Source: an optimization exercise on an open RTL-to-GDS flow (aim: small area, a short achievable clock period and few clock cycles). Production flows keep margins and buffers that such runs may drop. RTL that was checked went through simulation tests only; none was proved equivalent to the original.

==> juniper: inputs <==
## antialiased_line_rasterizer_core
module antialiased_line_rasterizer_core #(
    parameter int COORD_BITS = 12,
    parameter int FRAC_BITS  = 12
) (
    input  logic clk,
    input  logic rst_n,
    input  logic s_axis_tvalid,
    output logic s_axis_tready,
    input  logic [((4*COORD_BITS+7)/8)*8-1:0] s_axis_tdata,
    input  logic s_axis_tuser,
    output logic m_axis_tvalid,
    input  logic m_axis_tready,
    output logic [((2*COORD_BITS+48+7)/8)*8-1:0] m_axis_tdata,
    output logic m_axis_tlast,
    input  logic cfg_we,
    input  logic [23:0] cfg_wdata
);
==> flow/config.mk <==
export PLATFORM = sky130hd
export DESIGN_NAME = antialiased_line_rasterizer_core
export DESIGN_NICKNAME = antialiased_line_rasterizer_core
export VERILOG_FILES = /design/flow/design.v
export SDC_FILE = /design/flow/constraint.sdc
export NUM_CORES = 4
export LEC_CHECK = 0
export ABC_CLOCK_PERIOD_IN_PS = 4500
export CAP_MARGIN = 20
export CORE_MARGIN = 2
export CORE_UTILIZATION = 60
export SETUP_SLACK_MARGIN = 5
export SLEW_MARGIN = 20
==> flow/constraint.sdc <==
create_clock -name core_clock -period 10.5 [get_ports {clk}]
set_input_delay 2.1000 -clock core_clock [delete_from_list [all_inputs] [get_ports {clk}]]
set_output_delay 2.1000 -clock core_clock [all_outputs]
set_load 0.01 [all_outputs]
standard.sh (not shown) runs the stock make flow with config.mk's settings and CLKGATE_MAP_FILE= SYNTH_SCRIPT=/design/flow/synth_recipe.tcl, a recipe that flattens the netlist after the stock synthesis.
==> flow/flow/run.sh <==
#!/bin/bash
# Own layout flow: the standard layout (standard.sh, unchanged synthesis
# and steps) with plain sky130_fd_sc_hd__buf_1 cells as the port buffers
# instead of the default delay buffers. make's full output goes to
# standard_make.log here; ORFS keeps each step's log under orfs/logs.
set -euo pipefail
bash standard.sh "BUFFER_PORTS_ARGS=-buffer_cell sky130_fd_sc_hd__buf_1" finish > standard_make.log 2>&1
==> onyx (differences from juniper) <==
--- a/flow/design.v
+++ b/flow/design.v
@@ -616,17 +616,19 @@
     logic        s1_last;
     logic [23:0] t_up, t_mid, t_dn;
     aalr_sqr12 u_sq_up  (.m(s1_up),  .t(t_up));
     aalr_sqr12 u_sq_mid (.m(s1_mid), .t(t_mid));
     aalr_sqr12 u_sq_dn  (.m(s1_dn),  .t(t_dn));
-    function automatic logic [8:0] covq(input logic [23:0] t);
-        covq = {(t[15:0] > t[23:8]), t[23:16]};
+    function automatic logic [16:0] covq(input logic [23:0] t);
+        covq = {(t[7:0] > t[15:8]), t[15:8], t[23:16]};
     endfunction
-    function automatic logic [7:0] alpha(input logic [8:0] q);
-        alpha = ~q[7:0] - {7'd0, q[8]};
+    function automatic logic [7:0] alpha(input logic [16:0] q);
+        logic c;
+        c = (q[15:8] > q[7:0]) || ((q[15:8] == q[7:0]) && q[16]);
+        alpha = ~q[7:0] - {7'd0, c};
     endfunction
-    logic [8:0]  o_up, o_mid, o_dn;
+    logic [16:0] o_up, o_mid, o_dn;
     logic [11:0] o_x, o_y;
     logic        o_last;
     always_ff @(posedge clk)
     begin
         if (en)
Settings changed: ABC_AREA from default to 1.
==> summary of the runs <==
In juniper the first-iteration DRC count is lower than in onyx, by about 26%. In onyx the maximum frequency is larger than in juniper, by 6.8%. Critical path depth is the same in onyx and juniper. In juniper the core utilization is higher than in onyx, by 3.5 points. Between juniper and onyx, the lower sequential cell count is in juniper (gap 24). Synthesized area: juniper is lower than onyx (7.1%).
Testbench counts of juniper, summed over its fixed seeds: cycles 18,817.
Testbench counts of onyx, summed over its fixed seeds: cycles 18,817.

* * *

==> trial 27 <==
antialiased_line_rasterizer_core, a different RTL version from the one above (not shown whole).
// antialiased_line_rasterizer_core
module antialiased_line_rasterizer_core #(
    parameter int COORD_BITS = 12,
    parameter int FRAC_BITS  = 12
) (
    input  logic clk,
    input  logic rst_n,
    input  logic s_axis_tvalid,
    output logic s_axis_tready,
    input  logic [((4*COORD_BITS+7)/8)*8-1:0] s_axis_tdata,
    input  logic s_axis_tuser,
    output logic m_axis_tvalid,
    input  logic m_axis_tready,
    output logic [((2*COORD_BITS+48+7)/8)*8-1:0] m_axis_tdata,
    output logic m_axis_tlast,
    input  logic cfg_we,
    input  logic [23:0] cfg_wdata
);
    logic [23:0] stroke_reg;
    always_ff @(posedge clk or negedge rst_n)
    begin
        if (!rst_n)
            stroke_reg <= '0;
        else if (cfg_we)
            stroke_reg <= cfg_wdata;
    end
    logic        f1_v, f1_user;
    logic        p_occ;
    logic [12:0] fe_rem;         
    logic [12:0] p_owed, a_owed;
    logic        s1_v, out_v;
    logic [3:0]  e_ph;           
    logic        e_done, e_last;
    assign e_last = (e_ph == 4'd14);        
    assign e_done = (e_ph[3:1] == 3'b111);   
    logic f1_start, p_busy, p_free;
    assign f1_start = f1_v && !f1_user;
    assign p_busy   = p_occ || f1_start;
    assign p_free   = !p_busy || (p_occ && e_done && (a_owed == '0));
    assign s_axis_tready = s_axis_tuser || p_free;
    logic in_acc;
    assign in_acc = s_axis_tvalid && s_axis_tready;
    logic [11:0] p_xs, p_ys, p_dx, p_dy;
    logic [11:0] f_dx, f_dy;
  ...
clock: 10.5 ns
lec_check: 0
abc_clock_period_in_ps: 4500
cap_margin: 20
core_margin: 2
core_utilization: 60
setup_slack_margin: 5
slew_margin: 20
run.sh (not shown) runs the stock make flow with config.mk's settings and CLKGATE_MAP_FILE= SYNTH_SCRIPT=/design/flow/synth_recipe.tcl, a recipe that flattens the netlist after the stock synthesis.
Stock flow here: none of the scripts above is used.
==> inputs of trial 98, as changes to trial 27 <==
--- a/flow/design.v
+++ b/flow/design.v
@@ -399,38 +399,43 @@
     logic        f1_v, f1_user;
     logic        p_occ;
     logic [12:0] fe_rem;         
     logic [12:0] p_owed, a_owed;
     logic        s1_v, out_v;
     logic [3:0]  e_ph;           
     logic        e_done, e_last;
+    logic        p_dy0, p_deq;           
     assign e_last = (e_ph == 4'd14);        
-    assign e_done = (e_ph[3:1] == 3'b111);   
+    assign e_done = (e_ph[3:1] == 3'b111) || p_dy0 || p_deq;
     logic f1_start, p_busy, p_free;
     assign f1_start = f1_v && !f1_user;
     assign p_busy   = p_occ || f1_start;
     assign p_free   = !p_busy || (p_occ && e_done && (a_owed == '0));
     assign s_axis_tready = s_axis_tuser || p_free;
     logic in_acc;
     assign in_acc = s_axis_tvalid && s_axis_tready;
     logic [11:0] p_xs, p_ys, p_dx, p_dy;
-    logic [11:0] f_dx, f_dy;
+    logic        p_bx, p_by;
+    logic [12:0] in_dx, in_dy;
     logic        f_ok;
-    assign f_dx = p_dx - p_xs;
-    assign f_dy = p_dy - p_ys;
-    assign f_ok = (p_dx >= p_xs) && (p_dy >= p_ys) && (f_dy <= f_dx);
+    assign in_dx = {1'b0, s_axis_tdata[35:24]} - {1'b0, s_axis_tdata[11:0]};
+    assign in_dy = {1'b0, s_axis_tdata[47:36]} - {1'b0, s_axis_tdata[23:12]};
+    assign f_ok  = !p_bx && !p_by && (p_dy <= p_dx);
     logic p_load, step_inc, inc_p, inc_a;
     assign p_load   = f1_start && f_ok;
     assign step_inc = f1_v && f1_user && (fe_rem != '0);
     assign inc_p    = step_inc && p_occ;
     assign inc_a    = step_inc && !p_occ;
     logic en, issue, xfer;
     assign en    = !out_v || m_axis_tready;
     assign issue = en && (a_owed != '0);
     assign xfer  = p_occ && e_done && ((a_owed == '0) || ((a_owed == 13'd1) && en));
+    logic [12:0] a_owed_inc, a_owed_dec;
+    assign a_owed_inc = a_owed + {12'd0, inc_a};
+    assign a_owed_dec = inc_a ? a_owed : (a_owed - 13'd1);
     always_ff @(posedge clk or negedge rst_n)
     begin
         if (!rst_n)
         begin
             f1_v   <= 1'b0;
             f1_user <= 1'b0;
             p_occ  <= 1'b0;
@@ -441,29 +446,31 @@
             out_v  <= 1'b0;
         end
         else
         begin
             f1_v <= in_acc;
             f1_user <= s_axis_tuser;
             if (p_load)
-                fe_rem <= {1'b0, f_dx} + 13'd1;
+                fe_rem <= {1'b0, p_dx} + 13'd1;
             else if (step_inc)
                 fe_rem <= fe_rem - 13'd1;
             if (p_load)
                 p_occ <= 1'b1;
             else if (xfer)
                 p_occ <= 1'b0;
             if (p_load || xfer)
                 p_owed <= '0;
             else if (inc_p)
                 p_owed <= p_owed + 13'd1;
             if (xfer)
                 a_owed <= p_owed + {12'd0, inc_p};
+            else if (issue)
+                a_owed <= a_owed_dec;
             else
-                a_owed <= a_owed - {12'd0, issue} + {12'd0, inc_a};
+                a_owed <= a_owed_inc;
             if (en)
             begin
                 s1_v <= issue;
                 out_v <= s1_v;
             end
         end
     end
@@ -493,38 +500,41 @@
     assign sy_r  = {e_remy, ~e_pair};
     assign sx_d  = {1'b0, sx_r} - {2'b00, e_rx, 2'b01};
     assign sy_d  = {1'b0, sy_r} - {2'b00, e_ry, 2'b01};
     assign sx_ok = !sx_d[15];
     assign sy_ok = !sy_d[15];
     always_ff @(posedge clk)
     begin
+        if (f1_start)
+        begin
+            p_dy0 <= (p_dy == '0);
+            p_deq <= (p_dy == p_dx);
+        end
         if (p_free)
         begin
             p_xs <= s_axis_tdata[11:0];
             p_ys <= s_axis_tdata[23:12];
-            p_dx <= s_axis_tdata[35:24];
-            p_dy <= s_axis_tdata[47:36];
+            p_dx <= in_dx[11:0];
+            p_dy <= in_dy[11:0];
+            p_bx <= in_dx[12];
+            p_by <= in_dy[12];
         end
-        else if (p_load)
-        begin
-            p_dx <= f_dx;
-            p_dy <= f_dy;
-        end
-        if (p_load)
-        begin
+        if (p_free)
             e_ph <= '0;
-            e_rx <= '0;
-            e_ry <= '0;
-            e_remx <= '0;
-            e_remy <= '0;
-        end
         else if (e_ph != 4'd15)
         begin
             e_ph <= e_ph + 4'd1;
             if (e_ph == 4'd0)
+            begin
+                e_rx <= '0;
+                e_ry <= '0;
+                e_remx <= '0;
+                e_remy <= '0;
+            end
+            if (e_ph == 4'd0)
                 e_R <= sq_out;
             else if (e_ph == 4'd1)
                 e_S <= sq_out;
             else if (e_ph <= 4'd13)
             begin
                 e_R <= dr2;
                 e_pair <= {dq1, dq2};
@@ -537,21 +547,21 @@
                 e_ry <= {e_ry[10:0], sy_ok};
             end
         end
     end
     logic [11:0] f_rx, f_ry;
     assign f_rx = e_last ? {e_rx[10:0], sx_ok} : e_rx;
     assign f_ry = e_last ? {e_ry[10:0], sy_ok} : e_ry;
-    logic        p_dy0, p_dx0;
+    logic        p_dx0;
     logic [12:0] u_across;
     logic [11:0] u_along;
-    assign p_dy0 = (p_dy == '0);
     assign p_dx0 = (p_dx == '0);
-    assign u_across = p_dy0 ? (p_dx0 ? 13'd0 : 13'd4096) : {1'b0, f_rx};
-    assign u_along  = p_dy0 ? 12'd0 : f_ry;
+    assign u_across = p_dy0 ? (p_dx0 ? 13'd0 : 13'd4096) :
+                      p_deq ? 13'd2896 : {1'b0, f_rx};
+    assign u_along  = p_dy0 ? 12'd0 : p_deq ? 12'd2896 : f_ry;
     logic [11:0] a_x, a_y, a_rem, a_dy;
     logic signed [14:0] a_dec;
     logic signed [12:0] a_dmdx;
     logic signed [15:0] a_d;
     logic [12:0] a_across;
     logic [11:0] a_along;
     logic a_pos;
@@ -589,51 +599,53 @@
             else
                 a_dec <= a_dec + {2'b00, a_dy, 1'b0};
         end
     end
     logic signed [16:0] r_up, r_dn;
     assign r_up = {a_d[15], a_d} + $signed({4'd0, a_across});
     assign r_dn = {a_d[15], a_d} - $signed({4'd0, a_across});
-    function automatic logic [12:0] mag(input logic [16:0] r);
+    function automatic logic [11:0] mag(input logic [16:0] r);
         logic [11:0] n;
         n = ~r[11:0] + 12'd1;
         if (r[16])
-            mag = {!((&r[15:12]) && (|r[11:0])), n};
+            mag = ((&r[15:12]) && (|r[11:0])) ? n : 12'hfff;
         else
-            mag = {(|r[15:12]), r[11:0]};
+            mag = (|r[15:12]) ? 12'hfff : r[11:0];
     endfunction
-    logic [12:0] s1_up, s1_mid, s1_dn;
+    logic [11:0] s1_up, s1_mid, s1_dn;
     logic [11:0] s1_x, s1_y;
     logic        s1_last;
     logic [23:0] t_up, t_mid, t_dn;
-    aalr_sqr12 u_sq_up  (.m(s1_up[11:0]),  .t(t_up));
-    aalr_sqr12 u_sq_mid (.m(s1_mid[11:0]), .t(t_mid));
-    aalr_sqr12 u_sq_dn  (.m(s1_dn[11:0]),  .t(t_dn));
-    function automatic logic [9:0] covq(input logic big, input logic [23:0] t);
-        covq = {big, (t[15:0] > t[23:8]), t[23:16]};
+    aalr_sqr12 u_sq_up  (.m(s1_up),  .t(t_up));
+    aalr_sqr12 u_sq_mid (.m(s1_mid), .t(t_mid));
+    aalr_sqr12 u_sq_dn  (.m(s1_dn),  .t(t_dn));
+    function automatic logic [16:0] covq(input logic [23:0] t);
+        covq = {(t[7:0] > t[15:8]), t[15:8], t[23:16]};
     endfunction
-    function automatic logic [7:0] alpha(input logic [9:0] q);
-        alpha = q[9] ? 8'd0 : (~q[7:0] - {7'd0, q[8]});
+    function automatic logic [7:0] alpha(input logic [16:0] q);
+        logic c;
+        c = (q[15:8] > q[7:0]) || ((q[15:8] == q[7:0]) && q[16]);
+        alpha = ~q[7:0] - {7'd0, c};
     endfunction
-    logic [9:0]  o_up, o_mid, o_dn;
+    logic [16:0] o_up, o_mid, o_dn;
     logic [11:0] o_x, o_y;
     logic        o_last;
     always_ff @(posedge clk)
     begin
         if (en)
         begin
             s1_up <= mag(r_up);
             s1_mid <= mag({a_d[15], a_d});
             s1_dn <= mag(r_dn);
             s1_x <= a_x;
             s1_y <= a_y;
             s1_last <= (a_rem == '0);
-            o_up <= covq(s1_up[12], t_up);
-            o_mid <= covq(s1_mid[12], t_mid);
-            o_dn <= covq(s1_dn[12], t_dn);
+            o_up <= covq(t_up);
+            o_mid <= covq(t_mid);
+            o_dn <= covq(t_dn);
             o_x <= s1_x;
             o_y <= s1_y;
             o_last <= s1_last;
         end
     end
     assign m_axis_tvalid = out_v;
     assign m_axis_tdata  = {stroke_reg, alpha(o_dn), alpha(o_mid), alpha(o_up), o_y, o_x};
==> flow/flow/run.sh (new file) <==
#!/bin/bash
# Own layout flow: the standard layout (standard.sh, unchanged synthesis
# and steps) with plain sky130_fd_sc_hd__buf_1 cells as the port buffers
# instead of the default delay buffers. make's full output goes to
# standard_make.log here; ORFS keeps each step's log under orfs/logs.
set -euo pipefail
bash standard.sh "BUFFER_PORTS_ARGS=-buffer_cell sky130_fd_sc_hd__buf_1" finish > standard_make.log 2>&1
==> flow/standard.sh (new file) <==
#!/bin/bash
# synth_recipe.tcl (not shown) runs the flow's synth.tcl, then flattens the netlist and writes it again
# the make line also repeats each setting of config.mk as NAME=value (left out here)
make -C /OpenROAD-flow-scripts/flow DESIGN_CONFIG=/design/flow/config.mk WORK_HOME=/design/flow/orfs CLKGATE_MAP_FILE= SYNTH_SCRIPT=/design/flow/synth_recipe.tcl "${@:-finish}"
removed: flow/run.sh
==> inputs of build 3, as changes to trial 27 <==
--- a/flow/design.v
+++ b/flow/design.v
@@ -399,38 +399,43 @@
     logic        f1_v, f1_user;
     logic        p_occ;
     logic [12:0] fe_rem;         
     logic [12:0] p_owed, a_owed;
     logic        s1_v, out_v;
     logic [3:0]  e_ph;           
     logic        e_done, e_last;
+    logic        p_dy0, p_deq;           
     assign e_last = (e_ph == 4'd14);        
-    assign e_done = (e_ph[3:1] == 3'b111);   
+    assign e_done = (e_ph[3:1] == 3'b111) || p_dy0 || p_deq;
     logic f1_start, p_busy, p_free;
     assign f1_start = f1_v && !f1_user;
     assign p_busy   = p_occ || f1_start;
     assign p_free   = !p_busy || (p_occ && e_done && (a_owed == '0));
     assign s_axis_tready = s_axis_tuser || p_free;
     logic in_acc;
     assign in_acc = s_axis_tvalid && s_axis_tready;
     logic [11:0] p_xs, p_ys, p_dx, p_dy;
-    logic [11:0] f_dx, f_dy;
+    logic        p_bx, p_by;
+    logic [12:0] in_dx, in_dy;
     logic        f_ok;
-    assign f_dx = p_dx - p_xs;
-    assign f_dy = p_dy - p_ys;
-    assign f_ok = (p_dx >= p_xs) && (p_dy >= p_ys) && (f_dy <= f_dx);
+    assign in_dx = {1'b0, s_axis_tdata[35:24]} - {1'b0, s_axis_tdata[11:0]};
+    assign in_dy = {1'b0, s_axis_tdata[47:36]} - {1'b0, s_axis_tdata[23:12]};
+    assign f_ok  = !p_bx && !p_by && (p_dy <= p_dx);
     logic p_load, step_inc, inc_p, inc_a;
     assign p_load   = f1_start && f_ok;
     assign step_inc = f1_v && f1_user && (fe_rem != '0);
     assign inc_p    = step_inc && p_occ;
     assign inc_a    = step_inc && !p_occ;
     logic en, issue, xfer;
     assign en    = !out_v || m_axis_tready;
     assign issue = en && (a_owed != '0);
     assign xfer  = p_occ && e_done && ((a_owed == '0) || ((a_owed == 13'd1) && en));
+    logic [12:0] a_owed_inc, a_owed_dec;
+    assign a_owed_inc = a_owed + {12'd0, inc_a};
+    assign a_owed_dec = inc_a ? a_owed : (a_owed - 13'd1);
     always_ff @(posedge clk or negedge rst_n)
     begin
         if (!rst_n)
         begin
             f1_v   <= 1'b0;
             f1_user <= 1'b0;
             p_occ  <= 1'b0;
@@ -441,29 +446,31 @@
             out_v  <= 1'b0;
         end
         else
         begin
             f1_v <= in_acc;
             f1_user <= s_axis_tuser;
             if (p_load)
-                fe_rem <= {1'b0, f_dx} + 13'd1;
+                fe_rem <= {1'b0, p_dx} + 13'd1;
             else if (step_inc)
                 fe_rem <= fe_rem - 13'd1;
             if (p_load)
                 p_occ <= 1'b1;
             else if (xfer)
                 p_occ <= 1'b0;
             if (p_load || xfer)
                 p_owed <= '0;
             else if (inc_p)
                 p_owed <= p_owed + 13'd1;
             if (xfer)
                 a_owed <= p_owed + {12'd0, inc_p};
+            else if (issue)
+                a_owed <= a_owed_dec;
             else
-                a_owed <= a_owed - {12'd0, issue} + {12'd0, inc_a};
+                a_owed <= a_owed_inc;
             if (en)
             begin
                 s1_v <= issue;
                 out_v <= s1_v;
             end
         end
     end
@@ -493,38 +500,41 @@
     assign sy_r  = {e_remy, ~e_pair};
     assign sx_d  = {1'b0, sx_r} - {2'b00, e_rx, 2'b01};
     assign sy_d  = {1'b0, sy_r} - {2'b00, e_ry, 2'b01};
     assign sx_ok = !sx_d[15];
     assign sy_ok = !sy_d[15];
     always_ff @(posedge clk)
     begin
+        if (f1_start)
+        begin
+            p_dy0 <= (p_dy == '0);
+            p_deq <= (p_dy == p_dx);
+        end
         if (p_free)
         begin
             p_xs <= s_axis_tdata[11:0];
             p_ys <= s_axis_tdata[23:12];
-            p_dx <= s_axis_tdata[35:24];
-            p_dy <= s_axis_tdata[47:36];
+            p_dx <= in_dx[11:0];
+            p_dy <= in_dy[11:0];
+            p_bx <= in_dx[12];
+            p_by <= in_dy[12];
         end
-        else if (p_load)
-        begin
-            p_dx <= f_dx;
-            p_dy <= f_dy;
-        end
-        if (p_load)
-        begin
+        if (p_free)
             e_ph <= '0;
-            e_rx <= '0;
-            e_ry <= '0;
-            e_remx <= '0;
-            e_remy <= '0;
-        end
         else if (e_ph != 4'd15)
         begin
             e_ph <= e_ph + 4'd1;
             if (e_ph == 4'd0)
+            begin
+                e_rx <= '0;
+                e_ry <= '0;
+                e_remx <= '0;
+                e_remy <= '0;
+            end
+            if (e_ph == 4'd0)
                 e_R <= sq_out;
             else if (e_ph == 4'd1)
                 e_S <= sq_out;
             else if (e_ph <= 4'd13)
             begin
                 e_R <= dr2;
                 e_pair <= {dq1, dq2};
@@ -537,21 +547,21 @@
                 e_ry <= {e_ry[10:0], sy_ok};
             end
         end
     end
     logic [11:0] f_rx, f_ry;
     assign f_rx = e_last ? {e_rx[10:0], sx_ok} : e_rx;
     assign f_ry = e_last ? {e_ry[10:0], sy_ok} : e_ry;
-    logic        p_dy0, p_dx0;
+    logic        p_dx0;
     logic [12:0] u_across;
     logic [11:0] u_along;
-    assign p_dy0 = (p_dy == '0);
     assign p_dx0 = (p_dx == '0);
-    assign u_across = p_dy0 ? (p_dx0 ? 13'd0 : 13'd4096) : {1'b0, f_rx};
-    assign u_along  = p_dy0 ? 12'd0 : f_ry;
+    assign u_across = p_dy0 ? (p_dx0 ? 13'd0 : 13'd4096) :
+                      p_deq ? 13'd2896 : {1'b0, f_rx};
+    assign u_along  = p_dy0 ? 12'd0 : p_deq ? 12'd2896 : f_ry;
     logic [11:0] a_x, a_y, a_rem, a_dy;
     logic signed [14:0] a_dec;
     logic signed [12:0] a_dmdx;
     logic signed [15:0] a_d;
     logic [12:0] a_across;
     logic [11:0] a_along;
     logic a_pos;
@@ -589,51 +599,53 @@
             else
                 a_dec <= a_dec + {2'b00, a_dy, 1'b0};
         end
     end
     logic signed [16:0] r_up, r_dn;
     assign r_up = {a_d[15], a_d} + $signed({4'd0, a_across});
     assign r_dn = {a_d[15], a_d} - $signed({4'd0, a_across});
-    function automatic logic [12:0] mag(input logic [16:0] r);
+    function automatic logic [11:0] mag(input logic [16:0] r);
         logic [11:0] n;
         n = ~r[11:0] + 12'd1;
         if (r[16])
-            mag = {!((&r[15:12]) && (|r[11:0])), n};
+            mag = ((&r[15:12]) && (|r[11:0])) ? n : 12'hfff;
         else
-            mag = {(|r[15:12]), r[11:0]};
+            mag = (|r[15:12]) ? 12'hfff : r[11:0];
     endfunction
-    logic [12:0] s1_up, s1_mid, s1_dn;
+    logic [11:0] s1_up, s1_mid, s1_dn;
     logic [11:0] s1_x, s1_y;
     logic        s1_last;
     logic [23:0] t_up, t_mid, t_dn;
-    aalr_sqr12 u_sq_up  (.m(s1_up[11:0]),  .t(t_up));
-    aalr_sqr12 u_sq_mid (.m(s1_mid[11:0]), .t(t_mid));
-    aalr_sqr12 u_sq_dn  (.m(s1_dn[11:0]),  .t(t_dn));
-    function automatic logic [9:0] covq(input logic big, input logic [23:0] t);
-        covq = {big, (t[15:0] > t[23:8]), t[23:16]};
+    aalr_sqr12 u_sq_up  (.m(s1_up),  .t(t_up));
+    aalr_sqr12 u_sq_mid (.m(s1_mid), .t(t_mid));
+    aalr_sqr12 u_sq_dn  (.m(s1_dn),  .t(t_dn));
+    function automatic logic [10:0] covq(input logic [23:0] t);
+        covq = {(t[7:0] > t[15:8]), (t[15:8] == t[23:16]), (t[15:8] > t[23:16]), t[23:16]};
     endfunction
-    function automatic logic [7:0] alpha(input logic [9:0] q);
-        alpha = q[9] ? 8'd0 : (~q[7:0] - {7'd0, q[8]});
+    function automatic logic [7:0] alpha(input logic [10:0] q);
+        logic c;
+        c = q[8] || (q[9] && q[10]);
+        alpha = ~q[7:0] - {7'd0, c};
     endfunction
-    logic [9:0]  o_up, o_mid, o_dn;
+    logic [10:0] o_up, o_mid, o_dn;
     logic [11:0] o_x, o_y;
     logic        o_last;
     always_ff @(posedge clk)
     begin
         if (en)
         begin
             s1_up <= mag(r_up);
             s1_mid <= mag({a_d[15], a_d});
             s1_dn <= mag(r_dn);
             s1_x <= a_x;
             s1_y <= a_y;
             s1_last <= (a_rem == '0);
-            o_up <= covq(s1_up[12], t_up);
-            o_mid <= covq(s1_mid[12], t_mid);
-            o_dn <= covq(s1_dn[12], t_dn);
+            o_up <= covq(t_up);
+            o_mid <= covq(t_mid);
+            o_dn <= covq(t_dn);
             o_x <= s1_x;
             o_y <= s1_y;
             o_last <= s1_last;
         end
     end
     assign m_axis_tvalid = out_v;
     assign m_axis_tdata  = {stroke_reg, alpha(o_dn), alpha(o_mid), alpha(o_up), o_y, o_x};
==> flow/flow/run.sh (new file) <==
#!/bin/bash
# Own layout flow: the standard layout (standard.sh, unchanged synthesis
# and steps) with plain sky130_fd_sc_hd__buf_1 cells as the port buffers
# instead of the default delay buffers. make's full output goes to
# standard_make.log here; ORFS keeps each step's log under orfs/logs.
set -euo pipefail
bash standard.sh "BUFFER_PORTS_ARGS=-buffer_cell sky130_fd_sc_hd__buf_1" finish > standard_make.log 2>&1
==> flow/standard.sh (new file) <==
#!/bin/bash
# synth_recipe.tcl (not shown) runs the flow's synth.tcl, then flattens the netlist and writes it again
# the make line also repeats each setting of config.mk as NAME=value (left out here)
make -C /OpenROAD-flow-scripts/flow DESIGN_CONFIG=/design/flow/config.mk WORK_HOME=/design/flow/orfs CLKGATE_MAP_FILE= SYNTH_SCRIPT=/design/flow/synth_recipe.tcl "${@:-finish}"
--- a/flow/config.mk
+++ b/flow/config.mk
@@ -5,9 +5,11 @@
 export SDC_FILE = /design/flow/constraint.sdc
 export NUM_CORES = 4
 export LEC_CHECK = 0
 export ABC_CLOCK_PERIOD_IN_PS = 4500
 export CAP_MARGIN = 20
 export CORE_MARGIN = 2
 export CORE_UTILIZATION = 60
+export CTS_CLUSTER_DIAMETER = 80
+export CTS_CLUSTER_SIZE = 30
 export SETUP_SLACK_MARGIN = 5
 export SLEW_MARGIN = 20
removed: flow/run.sh
==> notes.md <==
- Effective utilization at floorplan: 60.4%
- Met2 global-route usage: 46.5%
- DP HPWL: 67.8 mm
- M1 GR Usage: 33.7%
- Slew headroom: 29.6%
- Status: timing/DRC/antenna clean
- Row count: between 90 and 100
- Setup crit start: e_S[5]$_DFFE_PP_
- Routed wl met2: 45.6 mm
- Non-filler cells, final: approximately 5400
(the above is from trial 98)
==> notes.md <==
- Row count: 94
- Routed wl met2: 45.4 mm
- Effective utilization at floorplan: between 60% and 70%
- Non-filler cells, final: 5336
- Setup crit start: e_R[6]$_DFFE_PP_
- Status: timing/DRC/antenna clean
(the above is from build 3)
==> notes.md <==
- Status: timing/DRC/antenna clean
- Effective utilization at floorplan: 60.5%
- Met2 global-route usage: 50.0%
- Row count: between 90 and 100
(the above is from trial 27)
Testbench counts of trial 98, summed over its fixed seeds: cycles 18,817.
Function not checked in trial 27 and build 3: the RTL went through the layout flow alone.

-- port drivers added, routing unchanged --
The results above use ideal ports. As a check the final layouts listed here were re-extracted and re-timed, cells and wires unchanged.
Step 1: set_driving_cell puts a clkbuf_16 on clk and a buf_2 on each other input, an assumption about the parent block.
Step 2, shift: input delay + t, output delay - t, t = (earliest + latest rising clock arrival at the registers) / 2. This alone moves slack from input paths to output paths.
Slacks: no drivers / after step 1 / after step 2; pairs: no drivers / after step 1.
run	t (ns)	setup WS [ns]	worst data-port slew with drivers (ns)
juniper	0.691	4.922 / 4.922 / 4.876	0.05
onyx	0.678	5.276 / 5.232 / 5.276	0.05
trial 27	0.681	4.763 / 4.763 / 4.753	0.06
trial 98	0.700	5.101 / 5.101 / 5.101	0.07
build 3	0.651	5.004 / 5.004 / 5.004	0.05
After both steps setup and hold are still met in every run listed. For juniper, which loses most, drivers alone change the setup slack by 0.000 ns; drivers and shift together by -0.046 ns.
